From an optimization exercise on the open Yosys and OpenROAD flow, aimed at small area, a short achievable clock period and few clock cycles; shortcuts taken in it are not production practice.
Only simulation tests tie the RTL to the original design; equivalence was not proved.
Power and IR drop assume default switching activity.

===== flow/run.sh =====
#!/bin/bash
# synth_recipe.tcl (not shown) runs the flow's synth.tcl, then flattens the netlist and writes it again
# the make line also repeats each setting of config.mk as NAME=value (left out here)
make -C /OpenROAD-flow-scripts/flow DESIGN_CONFIG=/design/flow/config.mk WORK_HOME=/design/flow/orfs CLKGATE_MAP_FILE= SYNTH_SCRIPT=/design/flow/synth_recipe.tcl finish

===== flow/config.mk =====
export PLATFORM = sky130hd
export DESIGN_NAME = periodic_can_frame_scheduler_core
export DESIGN_NICKNAME = periodic_can_frame_scheduler_core
export VERILOG_FILES = /design/flow/design.v
export SDC_FILE = /design/flow/constraint.sdc
export NUM_CORES = 4
export LEC_CHECK = 0
export CAP_MARGIN = 20
export CORE_MARGIN = 2
export CORE_UTILIZATION = 45
export SETUP_SLACK_MARGIN = 2.5
export SLEW_MARGIN = 20
export SYNTH_HIERARCHICAL = 1

===== flow/constraint.sdc =====
create_clock -name core_clock -period 6.0 [get_ports {i_clk}]
set_input_delay 1.2000 -clock core_clock [delete_from_list [all_inputs] [get_ports {i_clk}]]
set_output_delay 1.2000 -clock core_clock [all_outputs]
set_load 0.01 [all_outputs]

===== flow/design.v =====
package pcfs_pkg;
    localparam int TIME_W = 32;
    localparam int PER_W  = 14;
    localparam int ID_W   = 29;
    localparam int DATA_W = 64;
    localparam int KIND_W = 2;
    localparam int FRAME_W = 1 + ID_W + DATA_W;
    localparam int RAW_W   = 32;
    localparam int BUS_BIT = 29;
    localparam logic [PER_W-1:0] MIN_PERIOD = PER_W'(10);
    localparam int DEF_MAX_MSGS = 16;
    localparam logic [KIND_W-1:0] KIND_TICK  = 2'd0;
    localparam logic [KIND_W-1:0] KIND_ADD   = 2'd1;
    localparam logic [KIND_W-1:0] KIND_CLEAR = 2'd2;
endpackage
module pcfs_cell (
    input  logic                          i_clk,
    input  logic                          i_wr,
    input  logic [pcfs_pkg::PER_W-1:0]    i_wr_period,
    input  logic [pcfs_pkg::FRAME_W-1:0]  i_wr_frame,
    input  logic                          i_ls_wr,
    input  logic [pcfs_pkg::TIME_W-1:0]   i_ls_data,
    input  logic [pcfs_pkg::TIME_W-1:0]   i_t,
    input  logic [pcfs_pkg::TIME_W-pcfs_pkg::PER_W-1:0] i_t_hi_m1,
    output logic                          o_due,
    output logic [pcfs_pkg::FRAME_W-1:0]  o_frame
);
    localparam int LO = pcfs_pkg::PER_W;
    localparam int HI = pcfs_pkg::TIME_W - pcfs_pkg::PER_W;
    logic [pcfs_pkg::TIME_W-1:0]  r_last_sent;
    logic [pcfs_pkg::PER_W-1:0]   r_period;
    logic [pcfs_pkg::FRAME_W-1:0] r_frame;
    always_ff @(posedge i_clk) begin
        if (i_ls_wr) begin
            r_last_sent <= i_ls_data;
        end
    end
    always_ff @(posedge i_clk) begin
        if (i_wr) begin
            r_period <= i_wr_period;
            r_frame  <= i_wr_frame;
        end
    end
    function automatic logic carry_tree(input logic [15:0] g_in, input logic [15:0] p_in);
        logic [15:0] g, p;
        g = g_in;
        p = p_in;
        for (int w = 1; w < 16; w = w * 2) begin
            for (int i = 0; i + w < 16; i = i + 2 * w) begin
                g[i] = g[i + w] | (p[i + w] & g[i]);
                p[i] = p[i + w] & p[i];
            end
        end
        carry_tree = g[0];
    endfunction
    logic [LO-1:0] tl, ll, pp, s, cy;
    logic [15:0]   bg, bp, cg, cp;
    logic          borrow, c_top, eq0, eq1;
    always_comb begin
        tl = i_t[LO-1:0];
        ll = r_last_sent[LO-1:0];
        pp = r_period;
        bg = '0;
        bp = '1;
        for (int i = 0; i < LO; i++) begin
            bg[i] = ~tl[i] & ll[i];
            bp[i] = ~tl[i] | ll[i];
        end
        borrow = carry_tree(bg, bp);
        s  = tl ^ ~ll ^ ~pp;
        cy = (tl & ~ll) | (tl & ~pp) | (~ll & ~pp);
        cg = '0;
        cp = '1;
        cg[0] = s[0];
        for (int i = 1; i < LO; i++) begin
            cg[i] = s[i] & cy[i-1];
            cp[i] = s[i] | cy[i-1];
        end
        c_top = carry_tree(cg, cp);
    end
    assign eq0 = (i_t[pcfs_pkg::TIME_W-1:LO] == r_last_sent[pcfs_pkg::TIME_W-1:LO]);
    assign eq1 = (i_t_hi_m1 == r_last_sent[pcfs_pkg::TIME_W-1:LO]);
    assign o_due   = !(borrow ? (eq1 && !(cy[LO-1] | c_top))
                              : (eq0 && !(cy[LO-1] & c_top)));
    assign o_frame = r_frame;
endmodule
module periodic_can_frame_scheduler_core #(
    parameter int MAX_MSGS = pcfs_pkg::DEF_MAX_MSGS
) (
    input  logic                          i_clk,
    input  logic                          i_rst_n,
    input  logic                          start,
    output logic                          busy,
    input  logic [pcfs_pkg::KIND_W-1:0]   i_kind,
    input  logic [pcfs_pkg::TIME_W-1:0]   i_now_ms,
    input  logic                          i_ignition_on,
    input  logic [pcfs_pkg::RAW_W-1:0]    i_raw_id,
    input  logic [pcfs_pkg::PER_W-1:0]    i_period_ms,
    input  logic [pcfs_pkg::DATA_W-1:0]   i_payload,
    output logic                          o_strobe,
    output logic                          o_bus_select,
    output logic [pcfs_pkg::ID_W-1:0]     o_frame_id,
    output logic [pcfs_pkg::DATA_W-1:0]   o_frame_data,
    output logic                          o_last
);
    localparam int CNT_W = $clog2(MAX_MSGS + 1);
    localparam int TW    = pcfs_pkg::TIME_W;
    localparam int LO    = pcfs_pkg::PER_W;
    logic [CNT_W-1:0]             r_count;
    logic [TW-1:0]                r_t;
    logic [TW-1:0]                r_exp;
    logic [TW-LO-1:0]             r_t_hi_m1;
    logic                         r_dv;
    logic [MAX_MSGS-1:0]          r_due;
    logic [MAX_MSGS-1:0]          r_pend;
    logic                         r_ev1;
    logic                         r_ev2;
    logic                         r_busy;
    logic                         r_strobe;
    logic [MAX_MSGS-1:0]          r_rem;
    logic [pcfs_pkg::FRAME_W-1:0] r_frame;
    logic [MAX_MSGS-1:0]          due;
    logic [MAX_MSGS-1:0]          gt;
    logic [MAX_MSGS-1:0]          dfirst;
    logic [MAX_MSGS-1:0]          rfirst;
    logic [MAX_MSGS-1:0]          nsel;
    logic [MAX_MSGS-1:0]          sent;
    logic [TW-1:0]                t_sent;
    logic [TW-1:0]                ls_data;
    logic [pcfs_pkg::FRAME_W-1:0] frame_q [MAX_MSGS];
    logic [pcfs_pkg::FRAME_W-1:0] frame_nxt;
    logic [pcfs_pkg::PER_W-1:0]   wr_period;
    logic                         acc;
    logic                         tick_acc;
    logic                         add_acc;
    logic                         clr_acc;
    logic                         on_time;
    logic                         live;
    logic                         resolve;
    logic                         stream;
    assign acc       = start && !r_busy;
    assign tick_acc  = acc && (i_kind == pcfs_pkg::KIND_TICK);
    assign add_acc   = acc && (i_kind == pcfs_pkg::KIND_ADD) &&
                       (r_count < CNT_W'(MAX_MSGS));
    assign clr_acc   = acc && (i_kind == pcfs_pkg::KIND_CLEAR);
    assign live      = i_ignition_on && (r_count != '0);
    assign wr_period = (i_period_ms < pcfs_pkg::MIN_PERIOD) ? pcfs_pkg::MIN_PERIOD
                                                            : i_period_ms;
    assign t_sent  = r_exp - TW'(1);
    assign on_time = (i_now_ms == r_exp);
    assign resolve = r_ev2 || (tick_acc && live && r_dv && on_time);
    assign sent    = resolve ? r_due : '0;
    assign ls_data = i_rst_n ? t_sent : '0;
    always_comb begin
        for (int k = 0; k < MAX_MSGS; k++) begin
            gt[k] = due[k] && (k < int'(r_count)) && !r_pend[k];
        end
    end
    function automatic logic [MAX_MSGS-1:0] first_one(input logic [MAX_MSGS-1:0] v);
        logic [MAX_MSGS-1:0] below;
        below = v;
        for (int w = 1; w < MAX_MSGS; w = w * 2) begin
            below = below | (below << w);
        end
        first_one = v & ~(below << 1);
    endfunction
    function automatic logic two_or_more(input logic [MAX_MSGS-1:0] v);
        logic [MAX_MSGS-1:0] any, two;
        any = v;
        two = '0;
        for (int w = 1; w < MAX_MSGS; w = w * 2) begin
            for (int i = 0; i + w < MAX_MSGS; i = i + 2 * w) begin
                two[i] = two[i] | two[i + w] | (any[i] & any[i + w]);
                any[i] = any[i] | any[i + w];
            end
        end
        two_or_more = two[0];
    endfunction
    assign dfirst = first_one(r_due);
    assign rfirst = first_one(r_rem);
    for (genvar k = 0; k < MAX_MSGS; k++) begin : g_cell
        pcfs_cell u_cell (
            .i_clk       (i_clk),
            .i_wr        (add_acc && (r_count == CNT_W'(k))),
            .i_wr_period (wr_period),
            .i_wr_frame  ({i_raw_id[pcfs_pkg::BUS_BIT], i_raw_id[pcfs_pkg::ID_W-1:0],
                           i_payload}),
            .i_ls_wr     (r_pend[k] || !i_rst_n),
            .i_ls_data   (ls_data),
            .i_t         (r_t),
            .i_t_hi_m1   (r_t_hi_m1),
            .o_due       (due[k]),
            .o_frame     (frame_q[k])
        );
    end
    always_ff @(posedge i_clk) begin
        if (!i_rst_n) begin
            r_count <= '0;
        end else if (clr_acc) begin
            r_count <= '0;
        end else if (add_acc) begin
            r_count <= r_count + CNT_W'(1);
        end
    end
    always_ff @(posedge i_clk) begin
        if (!i_rst_n) begin
            r_t    <= '0;
            r_exp  <= '0;
            r_dv   <= 1'b0;
            r_due  <= '0;
            r_pend <= '0;
        end else begin
            r_pend <= sent;
            if (resolve) begin
                r_due <= gt & ~sent;
                r_t   <= r_t + TW'(1);
                r_exp <= r_t;
            end else if (r_ev1 || (tick_acc && !r_dv && on_time)) begin
                r_due <= gt;
                r_dv  <= 1'b1;
                r_t   <= r_t + TW'(1);
            end else if (tick_acc && !on_time) begin
                r_t   <= i_now_ms;
                r_exp <= i_now_ms;
                r_dv  <= 1'b0;
            end else if (tick_acc) begin
                r_due <= gt;
                r_t   <= r_t + TW'(1);
                r_exp <= r_t;
            end else if (add_acc || clr_acc) begin
                r_t   <= r_exp;
                r_dv  <= 1'b0;
            end else if (!r_dv && !r_busy) begin
                r_due <= gt;
                r_dv  <= 1'b1;
                r_t   <= r_t + TW'(1);
            end
        end
    end
    always_ff @(posedge i_clk) begin
        if (!i_rst_n) begin
            r_t_hi_m1 <= '1;
        end else if (resolve || r_ev1 || (!tick_acc && !add_acc && !clr_acc &&
                                          !r_dv && !r_busy) ||
                     (tick_acc && on_time)) begin
            if (r_t[LO-1:0] == '1) begin
                r_t_hi_m1 <= r_t[TW-1:LO];
            end
        end else if (tick_acc) begin
            r_t_hi_m1 <= i_now_ms[TW-1:LO] - (TW-LO)'(1);
        end else if (add_acc || clr_acc) begin
            r_t_hi_m1 <= r_exp[TW-1:LO] - (TW-LO)'(1);
        end
    end
    always_ff @(posedge i_clk) begin
        if (!i_rst_n) begin
            r_ev1    <= 1'b0;
            r_ev2    <= 1'b0;
            r_busy   <= 1'b0;
            r_strobe <= 1'b0;
            r_rem    <= '0;
        end else begin
            r_ev1 <= 1'b0;
            r_ev2 <= 1'b0;
            if (resolve) begin
                r_rem    <= r_due & ~dfirst;
                r_strobe <= (r_due != '0);
                r_busy   <= two_or_more(r_due);
            end else if (r_ev1 || (tick_acc && live)) begin
                r_ev1    <= tick_acc && !on_time;
                r_ev2    <= r_ev1 || on_time;
                r_rem    <= '0;
                r_strobe <= 1'b0;
                r_busy   <= 1'b1;
            end else begin
                r_rem    <= r_rem & ~rfirst;
                r_strobe <= (r_rem != '0);
                r_busy   <= two_or_more(r_rem);
            end
        end
    end
    assign stream = r_busy && !r_ev1 && !r_ev2;
    assign nsel   = stream ? rfirst : dfirst;
    always_comb begin
        frame_nxt = '0;
        for (int k = 0; k < MAX_MSGS; k++) begin
            frame_nxt = frame_nxt | (nsel[k] ? frame_q[k] : '0);
        end
    end
    always_ff @(posedge i_clk) begin
        r_frame <= frame_nxt;
    end
    assign busy         = r_busy;
    assign o_strobe     = r_strobe;
    assign o_last       = !r_busy;
    assign o_bus_select = r_frame[pcfs_pkg::FRAME_W-1];
    assign o_frame_id   = r_frame[pcfs_pkg::DATA_W +: pcfs_pkg::ID_W];
    assign o_frame_data = r_frame[pcfs_pkg::DATA_W-1:0];
endmodule

==> qor.csv, run 1 <==
metric,value,unit
Synth Net Count,8549,
# hold bufs at CTS,0,
RSZ-0062 raised after global routing,yes,
# IOs,245,
number of global-route vias before repair,69700,
final setup violation count,0,
Routed Wire Length,340000,um
Post-Syn Instances,7739,
Routed met2 length,161000,um
DRC,0,
RePlAce Congestion,0.904,
final core occ,52.7,%
synthesis-to-layout area growth,16.4,%
dominant cell by count in the synthesized netlist,edfxtp_1,
Arrival @ worst endpoint,4.46,ns
CP peak stage delay,0.46,ns
pin count of the biggest net entering global routing,109,
Final Hold Viols,0,
max-slew violations,0,
PD cells,317,nW/um2
Total Routing Usage GR,26.0,%
sequential area share after synthesis,63.9,%
P_leak,0.0458,uW
crit-path max FO,26,
Max Clock Freq,269,MHz
Synthesis Warnings,9,
vias,69300,
maxcap violations,0,
Critical Path RT,6.75,ns
buffers added on ports,242,
top sig layer,met5,
worst hold path class,flip-flop to flip-flop,
Die H,504,um
DRT Pass-1 Iters,9,
clock skew,0.0741,ns
R2R setup slack,2.29,ns
initial antenna violation count,37,
top post-synthesis cells by count,"2240 x edfxtp_1, 718 x inv_1, 438 x ha_1, 428 x xnor2_1, 312 x nand2_1",
post-synth top area share,59.8,%
Rows,183,
Reg-to-Reg Start,r_t[12]$_SDFFE_PN0P_,
Main synth FF type,edfxtp_1,
cells along the critical path,"buf_12, fa_1, nor2b_4, maj3_2, nor4_1, nand3_1, a221oi_1, a211oi_2, nand2b_1, a221oi_1, nand2_1, a21oi_1",
DP Worst Slack,1.30,ns
met1 WL,136000,um
Syn Std Cell Area,113000,um2
clock buffer depth,4,
crit-path most repeated cell,a221oi_1,
final setup TNS,0,ns
clock-pin transition on the worst setup and hold timing paths,0.06,ns
outcome,no timing/DRC/antenna violations,
critical path's slowest cell,dfxtp_4,
Slew HR,16.8,%
Final HPWL DP,197000,um
Synth Register Bits,2473,
Slew @ Worst Pin,1.24,ns
number of DRC markers in iteration 0,7972,
Synth cell types,94,
via/cell ratio,5.85,
die area,254000,um2
CTS tree,built,
total grt overflow,0,
period utilization,61.9,%
CTS root buf,clkbuf_16,
Avg Inst Size Synth,14.5,um2
Final Critical Period,3.71,ns
die width,504,um
CP startpoint kind,flip-flop,
CP endpoint kind,flip-flop,
average routed wire per standard cell,28.7,um
Multi-input gate area,37700,um2
share of cells above drive strength 1,13.2,%
clock latency on the worst-skew pair,0.96,ns
CTS Sinks,2473,
H-tree Lvls,5,
met3 routed WL,28400,um
Crit Path Category,flip-flop to flip-flop,
final net count,9104,
ys async rst share,0,%
first-pass GRT wire length,484000,um
Initial Util,45.2,%
final setup margin,2.29,ns
Sequential Area,72000,um2
FILL cells,20400,
Num CTS Buffers,286,
Yosys top cell by area,edfxtp_1,
Worst setup startpoint,r_t[12]$_SDFFE_PN0P_,
ranking of synthesized cells by area,"edfxtp_1 60%, ha_1 4.9%, dfxtp_1 4.1%",
HP Start,g_cell[15].u_cell.r_frame[9]$_DFFE_PP_,
Post-synth EDFFs,2240,
worst vdd ir,0.260,mV
Detail Route Antenna Nets,0,
Core Region,249000,um2
worst paths after layout:
kind | to | cells past startpoint
setup / recovery | r_due[2]$_SDFFE_PN0P_ | 12
hold / removal | r_frame[9]$_DFF_P_ | 1
setup reg to reg | r_due[2]$_SDFFE_PN0P_ | 12
hold reg to reg | r_frame[9]$_DFF_P_ | 1
metal layers:
layer,vias up,global-route usage (%)
li1,30100,-
met3,687,4.70
met2,3217,42.7
met4,32,9.84
met1,35300,34.4
met5,-,0
cells in the final DEF, fill, tap and decap left out, types with 184 or more instances in the layout:
master           count
edfxtp_1          2240
inv_1              709
ha_1               438
xnor2_1            428
nand2_1            310
clkbuf_16          292
xor2_1             236
clkdlybuf4s50_1    234
nand4_1            233
buf_4              228
fa_1               224
nor2_1             213
a22oi_1            206
dfxtp_1            205
a21oi_1            184
flip-flops by register name, summed over array words and instances (netlist names):
signal	flops
r_strobe	1
r_exp	32
r_dv	1
g_cell.u_cell.r_frame	1504
r_ev1	1
g_cell.u_cell.r_last_sent	512
r_rem	15
r_t_hi_m1	18
r_t	32
r_frame	94
r_ev2	1
r_pend	16
g_cell.u_cell.r_period	224
r_busy	1
r_due	16
r_count	5
final cells by class:
class	instances	area share [%]
Clock buffer	392	6.02
Timing Repair Buffer	538	4.09
Sequential cell	2473	55.0
Clock inverter	103	0.887
Tap cell	3330	3.18
Inverter	718	2.06
Antenna cell	13	0.0248
Multi-Input combinational cell	4277	28.8
critical path: cells and delay by family (launching register included):
kind	cells	cell delay, ns
buffers and inverters	1	0.24
flip-flops	1	0.46
AO/OA/AOI/OAI	4	0.69
AND/OR/NAND/NOR	5	1.26
adder cells (fa/ha/maj)	2	0.84
through the flow:
step	instance area (um2)	instances	hold WS (ns)	power, uW
after global placement	120000	11200	0.445	24500
after CTS	130000	11800	0.463	41600
final	131000	11800	0.462	41500
after detailed placement	120000	11200	0.447	24600
after floorplan	113000	7739	0.421	22800
after global routing	131000	11800	0.475	42900
per-module statistics from Yosys, one instance, submodules excluded:
module | area, um2 | cells inside | copies in the design | flops+latches
pcfs_cell | 5780 | 321 | 16 | 140
periodic_can_frame_scheduler_core | 20100 | 2603 | 1 | 233
logic make-up (layout without fill, tap and decap cells):
| family | count (synthesis) | in the layout | share of synthesized area [%] |
|---|---|---|---|
| compound gates | 1261 | 1269 | 9.45 |
| fa+ha+maj | 744 | 744 | 9.64 |
| mux | 48 | 48 | 0.430 |
| xor+xnor | 664 | 664 | 5.17 |
| simple gates | 1549 | 1552 | 7.81 |
| buf+inv | 1000 | 1751 | 3.58 |
| other cells | 0 | 13 | 0 |
| flops | 2473 | 2473 | 63.9 |
what timing repair did:
| item | in CTS | in global routing |
|---|---|---|
| cloned | 7 | 6 |
| setup buffers | 64 | 54 |
| setup endpoints to repair | 272 | 403 |
| gates resized for setup | 87 | 68 |
| pin swaps | 39 | 79 |
report_power, final:
part | total (uW) | switching (uW) | internal [uW]
registers | 19800 | 508 | 19300
logic | 4720 | 2860 | 1860
clock network | 16900 | 6750 | 10200
Testbench counts, summed over its fixed seeds: cycles 6,117.
==> inputs of run 2 (changes only) <==
--- a/flow/config.mk
+++ b/flow/config.mk
@@ -9,5 +9,4 @@
 export CORE_MARGIN = 2
 export CORE_UTILIZATION = 45
-export SETUP_SLACK_MARGIN = 2.5
+export SETUP_SLACK_MARGIN = 2.75
 export SLEW_MARGIN = 20
-export SYNTH_HIERARCHICAL = 1
==> run 2 against run 1 <==
Effect of this change:
- utilization is 1.0 points higher
- hold slack worse by 0.036 ns
- area after synthesis is 3.0% lower
- design area is 1.3% lower
- fmax is 5.8% higher
- clock power is 4% lower
- highest routed layer unchanged
==> qor.csv, run 2 <==
metric,value,unit
Initial Util,45.3,%
Largest regs,"g_cell.u_cell.r_frame: 1504 flops, g_cell.u_cell.r_last_sent: 512 flops, g_cell.u_cell.r_period: 224 flops",
DRT Pass-1 Iters,11,
Rows,180,
final setup TNS,0,ns
RePlAce Congestion,0.920,
# IOs,245,
CTS tree,built,
Max Clock Freq,285,MHz
average routed wire per standard cell,30.5,um
CTS root buf,clkbuf_16,
Critical Path RT,6.76,ns
Synth cell types,91,
Synth Register Bits,2473,
period utilization,58.5,%
crit-path max FO,8,
initial antenna violation count,34,
maxcap violations,0,
Core Region,241000,um2
max FFs per register,1504,
busiest grt layer,met2,
Die H,496,um
Final Critical Period,3.51,ns
number of global-route vias before repair,68200,
RSZ-0062 raised after global routing,yes,
Slew HR,22.2,%
"leading cell type in the layout, fill and taps excluded",edfxtp_1,
final setup violation count,0,
Synth Net Count,8238,
Crit Path Category,flip-flop to flip-flop,
share of cells above drive strength 1,13.8,%
FILL cells,19400,
synthesis-to-layout area growth,18.5,%
dominant cell by count in the synthesized netlist,edfxtp_1,
Multi-input gate area,35600,um2
Total Routing Usage GR,27.1,%
Avg Inst Size Synth,14.7,um2
Syn Std Cell Area,109000,um2
Main synth FF type,edfxtp_1,
Sequential Area,72000,um2
Synthesis Warnings,3,
PD cells,310,nW/um2
pin count of the biggest net entering global routing,95,
Num CTS Buffers,282,
DRC,0,
clock skew,0.0969,ns
worst vdd ir,0.295,mV
ranking of synthesized cells by area,"edfxtp_1 62%, ha_1 5.0%, dfxtp_1 4.3%",
met1 usage,36.7,%
most frequent cells in the layout,"2240 x edfxtp_1, 506 x inv_1, 436 x ha_1",
die area,246000,um2
Final Hold Viols,0,
vias,69400,
Routed Wire Length,348000,um
Reg-to-Reg Start,r_exp[6]$_SDFFE_PN0P_,
final net count,8818,
outcome,no timing/DRC/antenna violations,
clock buffer depth,4,
Slew @ Worst Pin,1.17,ns
Arrival @ worst endpoint,4.27,ns
Final HPWL DP,200000,um
ys async rst share,0,%
Post-synth EDFFs,2240,
clock latency on the worst-skew pair,0.96,ns
Post-Syn Instances,7428,
H-tree Lvls,5,
"Most flops, register",g_cell.u_cell.r_frame,
post-synth top area share,61.7,%
CTS Sinks,2473,
Detail Route Antenna Nets,0,
via/cell ratio,6.09,
top post-synthesis cells by count,"2240 x edfxtp_1, 518 x inv_1, 438 x ha_1, 355 x nand2_1, 345 x xor2_1",
max-slew violations,0,
HP Start,g_cell[14].u_cell.r_frame[11]$_DFFE_PP_,
CP endpoint kind,flip-flop,
sequential area share after synthesis,65.9,%
Worst setup startpoint,r_exp[6]$_SDFFE_PN0P_,
worst hold path class,flip-flop to flip-flop,
P_leak,0.0456,uW
first-pass GRT wire length,483000,um
die width,496,um
met2 Resource Use GR,43.8,%
total grt overflow,0,
clock-pin transition on the worst setup and hold timing paths,0.06,ns
buffers added on ports,242,
GRT met3 Usage,5.53,%
number of DRC markers in iteration 0,9451,
final core occ,53.7,%
CP startpoint kind,flip-flop,
Yosys top cell by area,edfxtp_1,
-- run 2: final timing paths --
check,endpoint,slack [ns],cells after the start
worst min register to register,r_frame[11]$_DFF_P_,0.43,2
worst max-delay path,g_cell[8].u_cell.r_last_sent[24]$_DFFE_PP_,2.49,10
worst max register to register,g_cell[8].u_cell.r_last_sent[24]$_DFFE_PP_,2.49,10
worst min-delay path,r_frame[11]$_DFF_P_,0.43,2
-- run 2: critical path, cell delays in order, from the launching register on --
cell	delay (ns)
dfxtp_4	0.35
or4_4	0.55
nor3_4	0.15
nand3b_1	0.24
or4_4	0.51
or4_4	0.51
buf_6	0.17
or3_4	0.33
a21boi_4	0.22
buf_12	0.15
buf_16	0.15
-- run 2: cell type report --
| type | count | share of cell area (%) |
|---|---|---|
| antenna | 8 | 0.0155 |
| multi-input combinational | 4084 | 27.6 |
| inverter | 518 | 1.57 |
| timing repair buffer | 649 | 5.42 |
| clock inverter | 115 | 0.714 |
| clock buffer | 369 | 5.90 |
| tap | 3185 | 3.08 |
| sequential | 2473 | 55.7 |
-- run 2: metrics by stage --
stage | instances | hold slack (ns) | total power [uW] | instance area (um2) | worst slack (ns)
3_3_place_gp | 10700 | 0.431 | 23600 | 117000 | 0.888
4_1_cts | 11300 | 0.439 | 40100 | 128000 | 2.50
5_1_grt | 11400 | 0.468 | 41200 | 129000 | 2.46
6_report | 11400 | 0.426 | 40100 | 129000 | 2.49
2_1_floorplan | 7428 | 0.421 | 22100 | 109000 | 0.775
3_5_place_dp | 10700 | 0.434 | 23700 | 117000 | 0.939
-- run 2: report_power, final --
part | internal, uW | switching (uW)
sequential | 19400 | 482
clock | 9510 | 6740
combinational | 1590 | 2390
-- run 2: repair_timing --
action | in CTS | in global routing
buffers inserted | 78 | 77
endpoints found under the setup margin | 708 | 930
gates cloned | 17 | 20
gates resized for setup | 335 | 195
pin swaps | 64 | 108
hold buffers | 0 | 0
-- run 2: cells by family after synthesis --
kind of cell,count (synthesis),synth area share [%]
and+or+nand+nor,1384,6.53
muxes,41,0.378
AOI/OAI and AO/OA,1275,9.23
DFF,2473,65.9
buffers and inverters,892,3.11
adders and majority gates,709,9.56
xor gates and xnor gates,654,5.25
-- run 2: routing by layer --
layer  vias up  share of wire (%)
met3       652                9.8
met4        32                3.5
met1     35600                 39
met5         -              0.062
li1      29400                  -
met2      3716                 47

## static timing again, ports no longer ideal
In the flow no input, the clock included, has a driving cell. The finished layouts below were timed again as built, in two steps.
Step 1: set_driving_cell puts a clkbuf_16 on i_clk and a buf_2 on each other input, an assumption about the parent block.
Step 2 adds t to the input delays and takes it off the output delays; t is the mean of the earliest and latest rising clock arrival at the registers after step 1. Input paths then give back, and output paths get back, about the clock's delay inside the block.
Slacks: no drivers / after step 1 / after step 2; pairs: no drivers / after step 1.
run | shift t [ns] | setup WS [ns] | worst setup path after step 2
run 1 | 1.008 | 2.288 / 2.288 / 1.415 | input to register
run 2 | 1.010 | 2.491 / 2.491 / 1.589 | input to register
After both steps every run listed still meets setup and hold. For run 2, which loses most, drivers alone change the setup slack by 0.000 ns; drivers and shift together by -0.902 ns.
